This design comes from an exercise in tuning for small area, a short achievable clock period and few clock cycles per item on the open sky130 flow, not from production work. Where RTL was checked, it was by simulation tests only, not by an equivalence proof against the original. No activity file was given, so power comes from the tool's default toggle rates.

==> flow/design.v <==
`timescale 1ns/1ps
module mulDivHazardUnit (
	input logic clock,
	input logic rst,
	input logic ctrlMult,
	input logic ctrlDiv,
	input logic [31:0] operandA,
	input logic [31:0] operandB,
	input logic [4:0] rdIn,
	input logic [4:0] rs1,
	input logic [4:0] rs2,
	input logic [4:0] rd,
	output logic [31:0] result,
	output logic exception,
	output logic resultRdy,
	output logic stall
);
	function automatic logic [4:0] thermLen(logic [31:0] m);
		logic [32:0] t;
		t = {1'b0, m};
		for (int k = 0; k < 5; k++) begin
			thermLen[k] = 1'b0;
			for (int j = 1; (j << k) < 32; j += 2) begin
				thermLen[k] = thermLen[k] | (t[(j << k) - 1] & ~t[((j + 1) << k) - 1]);
			end
		end
	endfunction
	function automatic logic [2:0] booth(logic b1, logic b0, logic bm);
		booth[0] = b0 ^ bm;
		booth[1] = (b1 & ~b0 & ~bm) | (~b1 & b0 & bm);
		booth[2] = b1 & ~(b0 & bm);
	endfunction
	function automatic logic [38:0] addSk(logic [38:0] a, logic [38:0] b);
		logic [38:0] g;
		logic [38:0] p;
		logic [38:0] gg;
		logic [38:0] pp;
		g = a & b;
		p = a ^ b;
		gg = g;
		pp = p;
		for (int k = 1; k < 39; k <<= 1) begin
			for (int i = 0; i < 39; i++) begin
				if ((i & k) != 0) begin
					gg[i] = gg[i] | (pp[i] & gg[(i & ~(k - 1)) - 1]);
					pp[i] = pp[i] & pp[(i & ~(k - 1)) - 1];
				end
			end
		end
		addSk = p ^ {gg[37:0], 1'b0};
	endfunction
	logic busy;
	logic hazEn;
	logic [4:0] dest;
	logic phMul;
	logic phShift;
	logic phDiv;
	logic phFin;
	logic mulRes;
	logic zeroRes;
	logic [4:0] cnt;
	logic inv;
	logic divSb;
	logic negq;
	logic saR;
	logic ovf;
	logic sOvf;
	logic excReg;
	logic [37:0] R;
	logic [33:0] S;
	logic [31:0] Q;
	logic req;
	logic sa;
	logic sb;
	logic [31:0] magA;
	logic [31:0] magB;
	logic [31:0] maskA;
	logic [31:0] maskB;
	logic swap;
	logic dNeg;
	logic bZero;
	logic divTrivial;
	logic [4:0] lenA;
	logic [4:0] lenB;
	logic [6:0] dRaw;
	logic [4:0] lenAr;
	logic [4:0] lenBr;
	logic [4:0] dAmt;
	assign req = ctrlMult | ctrlDiv;
	assign sa = operandA[31];
	assign sb = operandB[31];
	assign magA = operandA ^ {32{sa}};
	assign magB = operandB ^ {32{sb}};
	always_comb begin
		maskA[31] = magA[31];
		maskB[31] = magB[31];
		for (int i = 30; i >= 0; i--) begin
			maskA[i] = maskA[i + 1] | magA[i];
			maskB[i] = maskB[i + 1] | magB[i];
		end
	end
	assign lenA = thermLen(maskA);
	assign lenB = thermLen(maskB);
	logic [7:0] nibA;
	logic [7:0] nibB;
	logic [7:0] nibMaskA;
	always_comb begin
		for (int k = 0; k < 8; k++) begin
			nibA[k] = |magA[4 * k +: 4];
			nibB[k] = |magB[4 * k +: 4];
		end
		nibMaskA[7] = nibA[7];
		for (int k = 6; k >= 0; k--) begin
			nibMaskA[k] = nibMaskA[k + 1] | nibA[k];
		end
	end
	assign swap = |(nibB & ~nibMaskA);
	assign dRaw = {2'b00, lenAr} + {6'b0, saR} - {2'b00, lenBr};
	assign dAmt = dRaw[4:0];
	assign dNeg = dRaw[6];
	assign bZero = operandB == 32'd0;
	assign divTrivial = bZero;
	logic rBadLoose;
	logic rBadStrict;
	logic selQ;
	logic selS1;
	logic selS2;
	logic selZ1;
	logic selZ2;
	logic fy;
	logic fz;
	logic cz;
	logic nz;
	logic [37:0] sExt;
	logic [37:0] x;
	logic [37:0] y;
	logic [37:0] z;
	logic [37:0] csaS;
	logic [37:0] csaC;
	logic [38:0] sumW;
	logic [37:0] sum;
	assign rBadLoose = ~((R[37:31] == 7'h00) | (R[37:31] == 7'h7f) |
		(R[37:0] == 38'h0080000000));
	assign rBadStrict = ~((R[37:31] == 7'h00) | (R[37:31] == 7'h7f));
	assign sExt = {{4{S[33]}}, S};
	assign x = selQ ? 38'd0 : R;
	assign y = (({6'd0, Q} & {38{selQ}}) | (sExt & {38{selS1}}) |
		({sExt[36:0], 1'b0} & {38{selS2}})) ^ {38{fy}};
	assign z = (({sExt[35:0], 2'b00} & {38{selZ1}}) |
		({sExt[34:0], 3'b000} & {38{selZ2}})) ^ {38{fz}};
	assign csaS = x ^ y ^ z;
	assign csaC = {(x[36:0] & y[36:0]) | (x[36:0] & z[36:0]) | (y[36:0] & z[36:0]), fy};
	assign sumW = addSk({csaS, cz}, {csaC, cz});
	assign nz = selS1 | selS2 | selZ1 | selZ2;
	logic [31:0] qAcc;
	logic lookAcc;
	logic [2:0] dA0;
	logic [2:0] dA1;
	logic [2:0] dM0;
	logic [2:0] dM1;
	logic fyDiv;
	logic [2:0] dAa0;
	logic [2:0] dAa1;
	logic [2:0] dAb0;
	logic [2:0] dAb1;
	assign qAcc = swap ? magA : magB;
	assign lookAcc = swap ? sa : sb;
	assign dAa0 = booth(magA[1], magA[0], sa) ^ {sa, 2'b00};
	assign dAa1 = booth(magA[3], magA[2], magA[1]) ^ {sa, 2'b00};
	assign dAb0 = booth(magB[1], magB[0], sb) ^ {sb, 2'b00};
	assign dAb1 = booth(magB[3], magB[2], magB[1]) ^ {sb, 2'b00};
	assign dA0 = swap ? dAa0 : dAb0;
	assign dA1 = swap ? dAa1 : dAb1;
	assign dM0 = booth(Q[5], Q[4], Q[3]);
	assign dM1 = booth(Q[7], Q[6], Q[5]);
	assign fyDiv = ~sum[37] ^ divSb;
	assign sum = sumW[38:1];
	logic [4:0] shAmt;
	logic [33:0] sShl;
	assign shAmt = dAmt;
	assign sShl = S << shAmt;
	logic mulLast;
	logic done;
	logic ovfNext;
	assign mulLast = Q[31:3] == 29'd0;
	assign done = (phMul & mulLast) | phFin;
	assign ovfNext = ovf | rBadLoose | (sOvf & nz);
	always_ff @(posedge clock) begin
		if (rst) begin
			busy <= 1'b0;
			hazEn <= 1'b0;
			resultRdy <= 1'b0;
			phMul <= 1'b0;
			phShift <= 1'b0;
			phDiv <= 1'b0;
			phFin <= 1'b0;
		end else begin
			resultRdy <= 1'b0;
			if (!busy) begin
				if (req) begin
					busy <= ctrlMult | ~divTrivial;
					hazEn <= (ctrlMult | ~divTrivial) & (rdIn != 5'd0);
					resultRdy <= ~ctrlMult & divTrivial;
					phMul <= ctrlMult;
					phShift <= ~ctrlMult & ~divTrivial;
				end
			end else begin
				if (done) begin
					busy <= 1'b0;
					hazEn <= 1'b0;
					resultRdy <= 1'b1;
					phMul <= 1'b0;
					phFin <= 1'b0;
				end
				if (phShift) begin
					phShift <= 1'b0;
					phDiv <= ~dNeg;
					busy <= ~dNeg;
					hazEn <= hazEn & ~dNeg;
					resultRdy <= dNeg;
				end
				if (phDiv && cnt == 5'd0) begin
					phDiv <= 1'b0;
					phFin <= 1'b1;
				end
			end
		end
	end
	always_ff @(posedge clock) begin
		if (!busy) begin
			dest <= rdIn;
			ovf <= 1'b0;
			sOvf <= 1'b0;
			inv <= swap ? sa : sb;
			saR <= sa;
			divSb <= sb;
			negq <= sa ^ sb;
			lenAr <= lenA;
			lenBr <= {lenB[4:1], lenB[0] | (lenB[4:1] == 4'd0)};
			mulRes <= ctrlMult;
			zeroRes <= ~ctrlMult & divTrivial;
			excReg <= ~ctrlMult & bZero;
		end else begin
			if (phMul) begin
				ovf <= ovfNext;
				excReg <= ovfNext;
				sOvf <= sOvf | ~((S[33:29] == 5'h00) | (S[33:29] == 5'h1f));
			end
			if (phShift) begin
				cnt <= dAmt;
				zeroRes <= dNeg;
			end
			if (phDiv) begin
				cnt <= cnt - 5'd1;
			end
		end
	end
	always_ff @(posedge clock) begin
		if (!busy) begin
			selQ <= 1'b0;
			selS1 <= ctrlMult & dA0[0];
			selS2 <= ctrlMult & dA0[1];
			selZ1 <= ctrlMult & dA1[0];
			selZ2 <= ctrlMult & dA1[1];
			fy <= ctrlMult & dA0[2];
			fz <= ctrlMult & dA1[2];
			cz <= ctrlMult ? dA1[2] : sa;
		end else if (phMul) begin
			selQ <= 1'b0;
			selS1 <= dM0[0];
			selS2 <= dM0[1];
			selZ1 <= dM1[0];
			selZ2 <= dM1[1];
			fy <= dM0[2] ^ inv;
			fz <= dM1[2] ^ inv;
			cz <= dM1[2] ^ inv;
		end else begin
			selQ <= phDiv & (cnt == 5'd0);
			selS1 <= phShift | (phDiv & (cnt != 5'd0));
			selS2 <= 1'b0;
			selZ1 <= 1'b0;
			selZ2 <= 1'b0;
			fy <= phShift ? ~divSb : ((cnt == 5'd0) ? negq : fyDiv);
			fz <= 1'b0;
			cz <= 1'b0;
		end
	end
	always_ff @(posedge clock) begin
		if (!busy) begin
			S <= (~ctrlMult | swap) ? {{2{sb}}, operandB} : {{2{sa}}, operandA};
			Q <= ctrlMult ? (swap ? magA : magB) : 32'd0;
			R <= ctrlMult ? 38'd0 : {6'd0, magA};
		end else begin
			R <= sum;
			if (phMul) begin
				S <= {S[29:0], 4'h0};
				Q <= {4'h0, Q[31:4]};
			end else begin
				S <= phShift ? sShl : {S[33], S[33:1]};
				Q <= {Q[30:0], phDiv & ~sum[37]};
			end
		end
	end
	assign result = R[31:0] & {32{~zeroRes}};
	assign exception = excReg | (mulRes & rBadStrict);
	assign stall = (busy & req) |
		(hazEn & ((rs1 == dest) | (rs2 == dest) | (rd == dest)));
endmodule
clock: 6.0 ns
lec_check: 0
abc_area: 1
cap_margin: 20
core_margin: 2
core_utilization: 40
setup_slack_margin: 2.0
slew_margin: 20
run.sh (not shown) runs the stock make flow with config.mk's settings and CLKGATE_MAP_FILE= SYNTH_SCRIPT=/design/flow/synth_recipe.tcl, a recipe that flattens the netlist after the stock synthesis.
Next try:
--- a/flow/design.v
+++ b/flow/design.v
@@ -82,11 +82,8 @@
 	logic divTrivial;
 	logic [4:0] lenA;
 	logic [4:0] lenB;
 	logic [6:0] dRaw;
-	logic [4:0] lenAr;
-	logic [4:0] lenBr;
-	logic [4:0] dAmt;
 	assign req = ctrlMult | ctrlDiv;
 	assign sa = operandA[31];
 	assign sb = operandB[31];
 	assign magA = operandA ^ {32{sa}};
@@ -114,13 +111,12 @@
 			nibMaskA[k] = nibMaskA[k + 1] | nibA[k];
 		end
 	end
 	assign swap = |(nibB & ~nibMaskA);
-	assign dRaw = {2'b00, lenAr} + {6'b0, saR} - {2'b00, lenBr};
-	assign dAmt = dRaw[4:0];
+	assign dRaw = {2'b00, lenA} + {6'b0, sa} - {2'b00, lenB};
 	assign dNeg = dRaw[6];
 	assign bZero = operandB == 32'd0;
-	assign divTrivial = bZero;
+	assign divTrivial = bZero | dNeg;
 	logic rBadLoose;
 	logic rBadStrict;
 	logic selQ;
 	logic selS1;
@@ -176,9 +172,9 @@
 	assign fyDiv = ~sum[37] ^ divSb;
 	assign sum = sumW[38:1];
 	logic [4:0] shAmt;
 	logic [33:0] sShl;
-	assign shAmt = dAmt;
+	assign shAmt = phMul ? 5'd4 : cnt;
 	assign sShl = S << shAmt;
 	logic mulLast;
 	logic done;
 	logic ovfNext;
@@ -213,12 +209,9 @@
 					phFin <= 1'b0;
 				end
 				if (phShift) begin
 					phShift <= 1'b0;
-					phDiv <= ~dNeg;
-					busy <= ~dNeg;
-					hazEn <= hazEn & ~dNeg;
-					resultRdy <= dNeg;
+					phDiv <= 1'b1;
 				end
 				if (phDiv && cnt == 5'd0) begin
 					phDiv <= 1'b0;
 					phFin <= 1'b1;
@@ -234,10 +227,9 @@
 			inv <= swap ? sa : sb;
 			saR <= sa;
 			divSb <= sb;
 			negq <= sa ^ sb;
-			lenAr <= lenA;
-			lenBr <= {lenB[4:1], lenB[0] | (lenB[4:1] == 4'd0)};
+			cnt <= dRaw[5] ? 5'd31 : dRaw[4:0];
 			mulRes <= ctrlMult;
 			zeroRes <= ~ctrlMult & divTrivial;
 			excReg <= ~ctrlMult & bZero;
 		end else begin
@@ -245,12 +237,8 @@
 				ovf <= ovfNext;
 				excReg <= ovfNext;
 				sOvf <= sOvf | ~((S[33:29] == 5'h00) | (S[33:29] == 5'h1f));
 			end
-			if (phShift) begin
-				cnt <= dAmt;
-				zeroRes <= dNeg;
-			end
 			if (phDiv) begin
 				cnt <= cnt - 5'd1;
 			end
 		end
@@ -292,9 +280,9 @@
 			R <= ctrlMult ? 38'd0 : {6'd0, magA};
 		end else begin
 			R <= sum;
 			if (phMul) begin
-				S <= {S[29:0], 4'h0};
+				S <= sShl;
 				Q <= {4'h0, Q[31:4]};
 			end else begin
 				S <= phShift ? sShl : {S[33], S[33:1]};
 				Q <= {Q[30:0], phDiv & ~sum[37]};
Effect: The new run finished clean. Design area rose by 4.4%. Hold slack got worse by 0.0055 ns. Total power rose by 7.8%. Flip-flop and latch count fell by 11. Setup slack got worse by 0.56 ns. Wire length fell by 0.77%. Core utilization rose by 3.4 points. Sequential power is about the same. Synthesized area fell by 2.4%. Clock skew stays flat. Non-clock buffer count rose by 63. Via count rose by 1.1%.
Testbench counts after the change, summed over its fixed seeds: cycles 3,245, ops 512.
For the first run of this note, only the layout was checked, not whether the RTL still works.

==> what the ideal ports hide <==
Ports are ideal in the flow. The routed layouts listed here were re-timed in OpenROAD. Step 1 assumes that a clkbuf_16 drives the clock port and a buf_2 every other input. Step 2 times the ports against the registers' clock, not the clock port: input delays grow and output delays shrink by t, the midpoint of the rising clock arrivals with the driver on. a / b / c = ideal / step 1 / step 2; a / b = the first two.
run | t (ns) | setup slack, ns | worst hold slack (ns) | latest minus earliest clock arrival (ns) | worst register clock-pin slew, ns
the first run | 0.516 | 2.137 / 2.111 / 1.716 | 0.484 / 0.484 / 0.484 | 0.013 / 0.013 | 0.08 / 0.08
the second run | 0.485 | 1.582 / 1.562 / 1.077 | 0.479 / 0.479 / 0.479 | 0.016 / 0.016 | 0.07 / 0.07
After both steps setup and hold are still met in every run listed. For the second run, which loses most, drivers alone change the setup slack by -0.020 ns; drivers and shift together by -0.505 ns.
